Context: an optimization exercise on an open-source flow, tuned for small area, a short achievable clock period and few clock cycles. The choices shown serve that exercise and are no tape-out recipe.
In this exercise RTL edits were held to simulation tests only and were not proved equivalent to the original.
No activity file was given, so power comes from the tool's default toggle rates.

the reference run:
==> flow/design.v <==
`timescale 1ns / 1ps
package lsga_pkg;
    localparam int IDX_W        = 4;
    localparam int BYTES_W      = 12;
    localparam int DEST_W       = 4;
    localparam int SERVED_W     = 24;
    localparam int OPCODE_W     = 2;
    localparam int S_TDATA_W    = 24;
    localparam int M_TDATA_W    = 24;
    localparam int MAX_SLAVES_DEF    = 14;
    localparam int ACTIVE_RESET      = 14;
    localparam logic [OPCODE_W-1:0] OP_CLR_REQ = 2'd0;
    localparam logic [OPCODE_W-1:0] OP_RECORD  = 2'd1;
    localparam logic [OPCODE_W-1:0] OP_GRANT   = 2'd2;
    localparam logic [OPCODE_W-1:0] OP_CLR_ALL = 2'd3;
endpackage
`timescale 1ns / 1ps
module lsga_cell (
    input  logic                          i_clk,
    input  logic                          i_rst_n,
    input  logic                          i_clr_flag,   
    input  logic                          i_rec,        
    input  logic                          i_win,        
    input  logic                          i_tot_we,     
    input  logic [lsga_pkg::BYTES_W-1:0]  i_bytes,
    input  logic [lsga_pkg::DEST_W-1:0]   i_dest,
    input  logic [lsga_pkg::SERVED_W-1:0] i_tot_wd,     
    input  logic [lsga_pkg::SERVED_W-1:0] i_tot,        
    input  logic                          i_tie,        
    output logic                          o_flag,
    output logic [lsga_pkg::SERVED_W-1:0] o_served,
    output logic [lsga_pkg::BYTES_W-1:0]  o_size,
    output logic [lsga_pkg::DEST_W-1:0]   o_dest,
    output logic                          o_bc_wins     
);
    logic                          r_flag;
    logic [lsga_pkg::SERVED_W-1:0] r_served;
    logic [lsga_pkg::BYTES_W-1:0]  r_size;
    logic [lsga_pkg::DEST_W-1:0]   r_dest;
    always_ff @(posedge i_clk) begin
        if (!i_rst_n) begin
            r_flag <= 1'b0;
        end else if (i_clr_flag || i_win) begin
            r_flag <= 1'b0;
        end else if (i_rec) begin
            r_flag <= 1'b1;
        end
    end
    always_ff @(posedge i_clk) begin
        if (i_tot_we) begin
            r_served <= i_tot_wd;
        end
    end
    always_ff @(posedge i_clk) begin
        if (i_rec) begin
            r_size <= i_bytes;
            r_dest <= i_dest;
        end
    end
    function automatic logic lt_fn(input logic [23:0] x, input logic [23:0] s, input logic tie);
        logic [23:0] g, l; logic [11:0] g1, l1; logic [5:0] g2, l2; logic [2:0] g3, l3;
        g = ~x & s;
        l = x & ~s;
        for (int k = 0; k < 12; k++) begin g1[k] = g[2*k+1] | (~l[2*k+1] & g[2*k]); l1[k] = l[2*k+1] | (~g[2*k+1] & l[2*k]); end
        for (int k = 0; k < 6; k++) begin g2[k] = g1[2*k+1] | (~l1[2*k+1] & g1[2*k]); l2[k] = l1[2*k+1] | (~g1[2*k+1] & l1[2*k]); end
        for (int k = 0; k < 3; k++) begin g3[k] = g2[2*k+1] | (~l2[2*k+1] & g2[2*k]); l3[k] = l2[2*k+1] | (~g2[2*k+1] & l2[2*k]); end
        lt_fn = g3[2] | (~l3[2] & (g3[1] | (~l3[1] & (g3[0] | (~l3[0] & tie)))));
    endfunction
    assign o_bc_wins = lt_fn(i_tot, r_served, i_tie);
    assign o_flag   = r_flag;
    assign o_served = r_served;
    assign o_size   = r_size;
    assign o_dest   = r_dest;
endmodule
`timescale 1ns / 1ps
module least_served_grant_arbiter_core #(
    parameter int MAX_SLAVES = lsga_pkg::MAX_SLAVES_DEF
) (
    input  logic                 i_clk,
    input  logic                 i_rst_n,
    input  logic                 i_cfg_we,
    input  logic [lsga_pkg::IDX_W-1:0]     i_cfg_wdata,       
    input  logic                 i_s_axis_tvalid,
    output logic                 o_s_axis_tready,
    input  logic [lsga_pkg::S_TDATA_W-1:0] i_s_axis_tdata,    
    input  logic [lsga_pkg::OPCODE_W-1:0]  i_s_axis_tuser,    
    output logic                 o_m_axis_tvalid,
    input  logic                 i_m_axis_tready,
    output logic [lsga_pkg::M_TDATA_W-1:0] o_m_axis_tdata     
);
    localparam int N   = MAX_SLAVES;
    localparam int SW  = lsga_pkg::SERVED_W;
    localparam int BW  = lsga_pkg::BYTES_W;
    localparam int DW  = lsga_pkg::DEST_W;
    localparam int IW  = lsga_pkg::IDX_W;
    localparam logic [IW-1:0] ACT_RST = (N < lsga_pkg::ACTIVE_RESET) ? IW'(N) : IW'(lsga_pkg::ACTIVE_RESET);
    logic [1:0]    w_op;
    logic [IW-1:0] w_idx;
    logic [BW-1:0] w_bytes;
    logic [DW-1:0] w_dest;
    assign w_op    = i_s_axis_tuser;
    assign w_idx   = i_s_axis_tdata[IW-1:0];
    assign w_bytes = i_s_axis_tdata[IW +: BW];
    assign w_dest  = i_s_axis_tdata[IW+BW +: DW];
    logic          r_out_valid;
    logic [22:0]   r_out_data;
    logic [N-1:0]  r_act;        
    logic [N-1:0]  w_flag;
    logic [SW-1:0] w_served [N];
    logic [BW-1:0] w_size [N];
    logic [DW-1:0] w_sdest [N];
    logic [N-1:0]  w_bc_wins;
    logic [N-1:0]  r_g_oh;       
    logic [N-1:0]  r_t_oh;       
    logic [SW-1:0] r_tot;
    logic w_hold, w_accept;
    assign w_hold          = |(r_t_oh & w_flag);
    assign o_s_axis_tready = !w_hold && (!r_out_valid || i_m_axis_tready);
    assign w_accept        = i_s_axis_tvalid && o_s_axis_tready;
    logic [N-1:0] w_dec;
    always_comb begin
        for (int k = 0; k < N; k++) w_dec[k] = (w_idx == IW'(k + 1));
    end
    logic w_rec_ok, w_rec_set, w_clr_req, w_clr_all, w_grant;
    assign w_rec_ok  = |(w_dec & r_act);
    assign w_rec_set = w_accept && (w_op == lsga_pkg::OP_RECORD) && (w_bytes != '0);
    assign w_clr_req = i_cfg_we || (w_accept && (w_op == lsga_pkg::OP_CLR_REQ || w_op == lsga_pkg::OP_CLR_ALL));
    assign w_clr_all = !i_rst_n || i_cfg_we || (w_accept && (w_op == lsga_pkg::OP_CLR_ALL));
    assign w_grant   = w_accept && (w_op == lsga_pkg::OP_GRANT);
    logic [N-1:0]  r_m [N];
    logic [N-1:0]  w_beats [N];
    logic [N-1:0]  w_win;
    logic          w_any;
    always_comb begin
        for (int i = 0; i < N; i++) begin
            for (int j = 0; j < N; j++) begin
                if (i < j)       w_beats[i][j] = r_m[i][j];
                else if (i > j)  w_beats[i][j] = !r_m[j][i];
                else             w_beats[i][j] = 1'b1;
            end
        end
        for (int i = 0; i < N; i++) begin
            w_win[i] = w_flag[i] && (&(w_beats[i] | ~w_flag));
        end
    end
    assign w_any = |w_flag;
    logic [N-1:0]  w_g_above, r_t_above;
    logic [SW-1:0] w_tot_wd;
    always_comb begin
        w_g_above[0] = 1'b0;
        for (int i = 1; i < N; i++) w_g_above[i] = w_g_above[i-1] | r_g_oh[i-1];
    end
    assign w_tot_wd = w_clr_all ? '0 : r_tot;
    genvar gk;
    generate
        for (gk = 0; gk < N; gk++) begin : g_cell
            lsga_cell u_cell (
                .i_clk      (i_clk),
                .i_rst_n    (i_rst_n),
                .i_clr_flag (w_clr_req),
                .i_rec      (w_rec_set && w_dec[gk] && r_act[gk]),
                .i_win      (w_grant && w_win[gk]),
                .i_tot_we   (w_clr_all || r_t_oh[gk]),
                .i_bytes    (w_bytes),
                .i_dest     (w_dest),
                .i_tot_wd   (w_tot_wd),
                .i_tot      (r_tot),
                .i_tie      (r_t_above[gk]),
                .o_flag     (w_flag[gk]),
                .o_served   (w_served[gk]),
                .o_size     (w_size[gk]),
                .o_dest     (w_sdest[gk]),
                .o_bc_wins  (w_bc_wins[gk])
            );
        end
    endgenerate
    logic [BW-1:0] w_sel_size;
    logic [DW-1:0] w_sel_dest;
    logic [IW-1:0] w_sel_idx;
    always_comb begin
        w_sel_size = '0;
        w_sel_dest = '0;
        w_sel_idx  = '0;
        for (int i = 0; i < N; i++) begin
            w_sel_size |= {BW{w_win[i]}} & w_size[i];
            w_sel_dest |= {DW{w_win[i]}} & w_sdest[i];
            w_sel_idx  |= {IW{w_win[i]}} & IW'(i + 1);
        end
    end
    logic [SW-1:0] w_sel_served, r_g_served;
    always_comb begin
        w_sel_served = '0;
        for (int i = 0; i < N; i++) w_sel_served |= {SW{w_win[i]}} & w_served[i];
    end
    logic [BW-1:0] w_g_size;
    assign w_g_size = r_out_data[16:5];
    logic [BW-1:0] w_lo_g, w_lo_p, w_lo_cg, w_lo_cp;
    logic [BW:0]   w_lo_c;
    logic [BW-1:0] w_lo_sum;
    logic [SW-BW-1:0] w_hi, w_hi_t, w_hi_inc;
    logic [SW-1:0] w_new_tot;
    always_comb begin
        w_lo_g = r_g_served[BW-1:0] & w_g_size;
        w_lo_p = r_g_served[BW-1:0] ^ w_g_size;
        w_lo_cg = w_lo_g;
        w_lo_cp = w_lo_p;
        for (int d = 1; d < BW; d = d * 2) begin
            for (int i = BW - 1; i >= d; i--) begin
                w_lo_cg[i] = w_lo_cg[i] | (w_lo_cp[i] & w_lo_cg[i-d]);
                w_lo_cp[i] = w_lo_cp[i] & w_lo_cp[i-d];
            end
        end
        w_lo_c[0] = 1'b0;
        for (int i = 0; i < BW; i++) w_lo_c[i+1] = w_lo_cg[i];
        w_lo_sum = w_lo_p ^ w_lo_c[BW-1:0];
        w_hi = r_g_served[SW-1:BW];
        w_hi_t[0] = 1'b1;
        for (int i = 1; i < SW - BW; i++) w_hi_t[i] = w_hi_t[i-1] & w_hi[i-1];
        w_hi_inc = w_hi ^ w_hi_t;
        if (w_lo_c[BW] && (&w_hi)) w_new_tot = '1;
        else if (w_lo_c[BW])       w_new_tot = {w_hi_inc, w_lo_sum};
        else                       w_new_tot = {w_hi, w_lo_sum};
    end
    logic [22:0] w_res;
    always_comb begin
        w_res = '0;
        unique case (w_op)
            lsga_pkg::OP_RECORD: begin
                w_res[21] = w_any || (w_rec_ok && (w_bytes != '0));
                w_res[22] = !w_rec_ok;
            end
            lsga_pkg::OP_GRANT: begin
                w_res[0]     = w_any;
                w_res[4:1]   = w_sel_idx;
                w_res[16:5]  = w_sel_size;
                w_res[20:17] = w_sel_dest;
                w_res[21]    = |(w_flag & ~w_win);
            end
            default: w_res = '0;
        endcase
    end
    always_ff @(posedge i_clk) begin
        for (int i = 0; i < N; i++) begin
            for (int j = i + 1; j < N; j++) begin
                r_m[i][j] <= w_clr_all || (r_t_oh[i] && w_bc_wins[j]) || (r_t_oh[j] && !w_bc_wins[i])
                             || (!r_t_oh[i] && !r_t_oh[j] && r_m[i][j]);
            end
        end
    end
    always_ff @(posedge i_clk) begin
        if (!i_rst_n) begin
            r_out_valid <= 1'b0;
            for (int k = 0; k < N; k++) r_act[k] <= (k + 1 <= ACT_RST);
        end else begin
            if (w_accept) begin
                r_out_valid <= 1'b1;
            end else if (i_m_axis_tready) begin
                r_out_valid <= 1'b0;
            end
            if (i_cfg_we) begin
                for (int k = 0; k < N; k++) r_act[k] <= (IW'(k + 1) <= i_cfg_wdata);
            end
        end
    end
    always_ff @(posedge i_clk) begin
        if (w_clr_all) begin
            r_g_oh <= '0;
            r_t_oh <= '0;
        end else begin
            r_g_oh <= w_grant ? w_win : '0;
            r_t_oh <= r_g_oh;
        end
        r_t_above <= w_g_above;
    end
    always_ff @(posedge i_clk) begin
        r_tot <= w_new_tot;
        r_g_served <= w_sel_served;      
        if (w_accept) begin
            r_out_data <= w_res;
        end
    end
    assign o_m_axis_tvalid = r_out_valid;
    assign o_m_axis_tdata  = {1'b0, r_out_data};
endmodule
Settings: LEC_CHECK=0, CAP_MARGIN=20, CORE_MARGIN=2, CORE_UTILIZATION=45, CTS_CLUSTER_DIAMETER=70, CTS_CLUSTER_SIZE=26, PLACE_DENSITY=0.75, SETUP_SLACK_MARGIN=2.6, SLEW_MARGIN=20, TNS_END_PERCENT=0; clock period 5.0 ns.
run.sh (not shown) runs the stock make flow with config.mk's settings and CLKGATE_MAP_FILE= SYNTH_SCRIPT=/design/flow/synth_recipe.tcl, a recipe that flattens the netlist after the stock synthesis.
Testbench counts of the reference run, summed over its fixed seeds: cycles 12,129.
Modified inputs, the trial run compared to the reference run
--- a/flow/design.v
+++ b/flow/design.v
@@ -113,8 +113,9 @@
     logic [N-1:0]  r_g_oh;       
     logic [N-1:0]  r_t_oh;       
     logic [SW-1:0] r_tot;
+    logic r_hold;
     logic w_hold, w_accept;
-    assign w_hold          = |(r_t_oh & w_flag);
+    assign w_hold          = r_hold;
     assign o_s_axis_tready = !w_hold && (!r_out_valid || i_m_axis_tready);
     assign w_accept        = i_s_axis_tvalid && o_s_axis_tready;
     logic [N-1:0] w_dec;
@@ -150,7 +151,9 @@
         w_g_above[0] = 1'b0;
         for (int i = 1; i < N; i++) w_g_above[i] = w_g_above[i-1] | r_g_oh[i-1];
     end
-    assign w_tot_wd = w_clr_all ? '0 : r_tot;
+    logic r_clr_pend;
+    logic [N-1:0] r_tot_we;
+    assign w_tot_wd = r_tot;
     genvar gk;
     generate
         for (gk = 0; gk < N; gk++) begin : g_cell
@@ -160,7 +163,7 @@
                 .i_clr_flag (w_clr_req),
                 .i_rec      (w_rec_set && w_dec[gk] && r_act[gk]),
                 .i_win      (w_grant && w_win[gk]),
-                .i_tot_we   (w_clr_all || r_t_oh[gk]),
+                .i_tot_we   (r_tot_we[gk]),
                 .i_bytes    (w_bytes),
                 .i_dest     (w_dest),
                 .i_tot_wd   (w_tot_wd),
@@ -242,7 +245,7 @@
     always_ff @(posedge i_clk) begin
         for (int i = 0; i < N; i++) begin
             for (int j = i + 1; j < N; j++) begin
-                r_m[i][j] <= w_clr_all || (r_t_oh[i] && w_bc_wins[j]) || (r_t_oh[j] && !w_bc_wins[i])
+                r_m[i][j] <= r_clr_pend || (r_t_oh[i] && w_bc_wins[j]) || (r_t_oh[j] && !w_bc_wins[i])
                              || (!r_t_oh[i] && !r_t_oh[j] && r_m[i][j]);
             end
         end
@@ -271,9 +274,12 @@
             r_t_oh <= r_g_oh;
         end
         r_t_above <= w_g_above;
-    end
-    always_ff @(posedge i_clk) begin
-        r_tot <= w_new_tot;
+        r_clr_pend <= w_clr_all;
+        for (int k = 0; k < N; k++) r_tot_we[k] <= w_clr_all || r_g_oh[k];
+        r_hold     <= i_rst_n && !i_cfg_we && w_rec_set && |(w_dec & r_act & r_g_oh);
+    end
+    always_ff @(posedge i_clk) begin
+        r_tot <= w_clr_all ? '0 : w_new_tot;
         r_g_served <= w_sel_served;      
         if (w_accept) begin
             r_out_data <= w_res;
Findings:
The trial run: done, clean on timing, DRC and antenna. Per the comparison of the trial run with the reference run, post-synthesis share of cell area spent on and, or, nand and nor gates fell by 0.25 points; count of clock-buffer cells in the layout fell by 3; worst setup slack fell by 0.15 ns. Delta(worst hold margin, the trial run - the reference run) > 0. The end of the critical path comes out r_m[1][4] in one run and g_cell[5].u_cell.r_flag in the other, namely in the trial run and the reference run respectively. Between the trial run and the reference run, it is the trial run whose combinational cell fraction of total power is lower, by 1.5 points. Non-clock buffer count | the trial run above the reference run.
Testbench counts of the trial run, summed over its fixed seeds: cycles 12,129.

[re-timing with driven ports]
The flow's constraints put no driver on any port. The routed layouts listed below were extracted and timed again, unchanged, in two steps.
Step 1 sets driving cells, clkbuf_16 on the clock port and buf_2 on the other inputs (assumed; they add their load-dependent delay and slew).
Step 2 also shifts input and output timing later by t, the mid clock arrival at the registers, as if the neighbouring blocks saw the same clock.
a / b / c = no drivers / after step 1 / after step 2; a / b = the first two.
run | t, ns | slack for setup (ns) | clock arrival spread, ns
the reference run | 0.699 | 1.700 / 1.715 / 1.035 | 0.059 / 0.060
the trial run | 0.705 | 1.554 / 1.554 / 1.104 | 0.047 / 0.047
After both steps setup and hold are still met in every run listed. For the reference run, which loses most, drivers alone change the setup slack by +0.015 ns; drivers and shift together by -0.665 ns.
